This is an optimization exercise on Yosys and OpenROAD, whose aim is a short achievable clock period, few clock cycles per item and low power, not a production implementation.
Where RTL was checked, it was by simulation tests only, not by an equivalence proof against the original.
Power is estimated from default activity; no workload was simulated.

// cpuTop
module cpuTop (
	input  logic        clk,
	input  logic        rst,
	output logic [31:0] pc,
	output logic        instReqValid,
	input  logic        instReqReady,
	input  logic [31:0] instruction,
	input  logic        instValid,
	output logic        instReady,
	output logic [31:0] memReqAddr,
	output logic [31:0] memReqWdata,
	output logic [3:0]  memReqStrb,
	output logic        memReqWrite,
	output logic        memReqValid,
	input  logic        memReqReady,
	input  logic [31:0] readData,
	input  logic        readValid,
	output logic        readReady,
	output logic        retireWen,
	output logic [4:0]  retireWaddr,
	output logic [31:0] retireWdata,
	output logic [31:0] retirePc,
	output logic        retireValid
);
export LEC_CHECK = 0
export CAP_MARGIN = 20
export CORE_MARGIN = 2
export CORE_UTILIZATION = 40
export CTS_BUF_LIST = sky130_fd_sc_hd__clkbuf_16
export CTS_CLUSTER_DIAMETER = 70
export CTS_CLUSTER_SIZE = 30
export SLEW_MARGIN = 20
create_clock -name core_clock -period 11.0 [get_ports {clk}]
standard.sh (not shown) runs the stock make flow with config.mk's settings and CLKGATE_MAP_FILE= SYNTH_SCRIPT=/design/flow/synth_recipe.tcl, a recipe that flattens the netlist after the stock synthesis.
==> flow/flow/run.sh <==
#!/bin/bash
set -euo pipefail
bash standard.sh SETUP_SLACK_MARGIN=7 finish > standard_flow.log 2>&1
==> next run, changes <==
--- a/flow/design.v
+++ b/flow/design.v
@@ -365,25 +365,24 @@
 			dUsesRs = 1'b0;
 			dUsesRt = 1'b0;
 			dResSel = 2'd0;
 		end
 	end
 	logic [31:0] rf [1:31];
 	logic [31:0] rfRs, rfRt;
 	assign rfRs = (rsA == 5'd0) ? 32'h0 : rf[rsA];
 	assign rfRt = (rtA == 5'd0) ? 32'h0 : rf[rtA];
 	logic        vX, xDone;
 	logic [31:0] xA, xB, xAux, pcX;
 	logic        xWen, xIsLd, xIsSt, xIsBr, xIsJr, xIsLink, xUns, xPred, xOff0;
-	logic        xEq, xAZero;    
 	logic [4:0]  xRd, xShamt;
 	logic [2:0]  xBrKind;
 	logic [1:0]  xShOp, xSize, xLop;
 	logic        xSub, xSelAdd, xSelLog, xSelSlt, xSelSltu, xSelSh, xSelAux;
 	logic [31:0] xRes;
 	logic        vM, mv, ldWait;
 	logic [31:0] resM, wdM, pcM;
 	logic [3:0]  strbM;
 	logic        mWen, mIsLd, mIsSt, mUns;
 	logic [4:0]  mRd;
 	logic [1:0]  mSize;
 	logic [7:0]  ldByte;
@@ -460,46 +459,44 @@
 			xAux    <= dAux;
 			pcX     <= pcD;
 			xWen    <= dWen;
 			xRd     <= dRd;
 			xIsLd   <= dIsLd;
 			xIsSt   <= dIsSt;
 			xIsBr   <= dIsBr;
 			xIsJr   <= dIsJr;
 			xIsLink <= dIsLink;
 			xUns    <= dUns;
 			xPred   <= predD;
 			xOff0   <= (ir[15:0] == 16'h0);
-			xEq     <= (fwdRs == fwdRt);
-			xAZero  <= (fwdRs == 32'h0);
 			xBrKind <= dBrKind;
 			xShOp   <= dShOp;
 			xSub     <= (dAluOp != 3'd0);
 			xLop     <= dAluOp[1:0];
 			xSelAdd  <= (dResSel == 2'd0) & (dAluOp[2:1] == 2'b00);
 			xSelLog  <= (dResSel == 2'd0) & ((dAluOp == 3'd2) | (dAluOp == 3'd3) | (dAluOp == 3'd4) | (dAluOp == 3'd5));
 			xSelSlt  <= (dResSel == 2'd0) & (dAluOp == 3'd6);
 			xSelSltu <= (dResSel == 2'd0) & (dAluOp == 3'd7);
 			xSelSh   <= (dResSel == 2'd1);
 			xSelAux  <= (dResSel == 2'd2);
 			xSize   <= dSize;
 			xShamt  <= ir[2] ? fwdRs[4:0] : ir[10:6];
 		end
 	end
 	logic [31:0] sum, logRes, shRes;
 	logic        cout, lt, ltu, eq;
 	pfxAdd #(.W(32)) addX (.a(xA), .b(xB ^ {32{xSub}}), .cin(xSub), .s(sum), .cout(cout));
 	assign ltu = ~cout;
 	assign lt  = (xA[31] ^ xB[31]) ? xA[31] : sum[31];
-	assign eq  = xEq;
+	assign eq  = (xA == xB);
 	always_comb begin
 		case (xLop)
 			2'b10: logRes = xA & xB;       
 			2'b11: logRes = xA | xB;       
 			2'b00: logRes = xA ^ xB;       
 			default: logRes = ~(xA | xB);  
 		endcase
 	end
 	logic [31:0] shIn, shOut;
 	logic        shLeft;
 	assign shLeft = ~xShOp[1];
 	always_comb begin
@@ -510,26 +507,26 @@
 		for (int i = 0; i < 32; i++) shRes[i] = shLeft ? shOut[31 - i] : shOut[i];
 	end
 	assign xRes = ({32{xSelAdd}} & sum)
 	            | ({32{xSelLog}} & logRes)
 	            | {31'h0, (xSelSlt & lt) | (xSelSltu & ltu)}
 	            | ({32{xSelSh}} & shRes)
 	            | ({32{xSelAux}} & xAux);
 	logic cond;
 	always_comb begin
 		case (xBrKind)
 			3'd0: cond = eq;
 			3'd1: cond = ~eq;
-			3'd2: cond = xA[31] | xAZero;
-			3'd3: cond = ~xA[31] & ~xAZero;
+			3'd2: cond = xA[31] | (xA == 32'h0);
+			3'd3: cond = ~xA[31] & (xA != 32'h0);
 			3'd4: cond = xA[31];
 			default: cond = ~xA[31];
 		endcase
 	end
 	logic [31:0] pcNext, pcX4;
 	logic        xMis;
 	assign pcNext = vD ? pcD : respPc;
 	logic [29:0] pcXInc;
 	pfxInc #(.W(30)) incX (.a(pcX[31:2]), .s(pcXInc));
 	assign pcX4   = {pcXInc, pcX[1:0]};
 	assign xMis   = (xIsBr & ((cond & ~xOff0) ^ xPred)) | (xIsJr & (xA != pcNext));
 	assign xRedir = vX & xMis & ~xDone;
The new run completed without violations.
Non-clock buffer count decreases by 15.
First-iteration DRC count decreases slightly.
Wire length decreases by a little under a tenth.
Worst hold slack barely changes.
Die area decreases by a few percent.
Clock power decreases slightly.
Flip-flop and latch count decreases by 2.
Cell count decreases by a few percent.
Final area decreases by a few percent.
Testbench counts after the change, summed over its fixed seeds: cycles 37,667, instructions 28,386.
The RTL of the first run of this note was laid out without a check of its function.

what the ideal ports hide:
Ports are ideal in the flow. The routed layouts listed here were re-timed in OpenROAD.
Step 1: set_driving_cell puts a clkbuf_16 on clk and a buf_2 on each other input, an assumption about the parent block.
Step 2 also shifts input and output timing later by t, the mid clock arrival at the registers, as if the neighbouring blocks saw the same clock.
a / b / c = ideal / step 1 / step 2; a / b = the first two.
| run | t (ns) | slack for setup (ns) | worst slew at a driven data input, ns | cell pins on the clock port's net |
|---|---|---|---|---|
| the first run | 0.891 | 6.400 / 6.422 / 5.573 | 0.10 | 1 |
| the second run | 0.887 | 6.688 / 6.688 / 5.908 | 0.10 | 1 |
After both steps setup and hold are still met in every run listed. The setup slack of the first run, which loses most, moves by +0.022 ns with the drivers and by -0.827 ns with both steps.
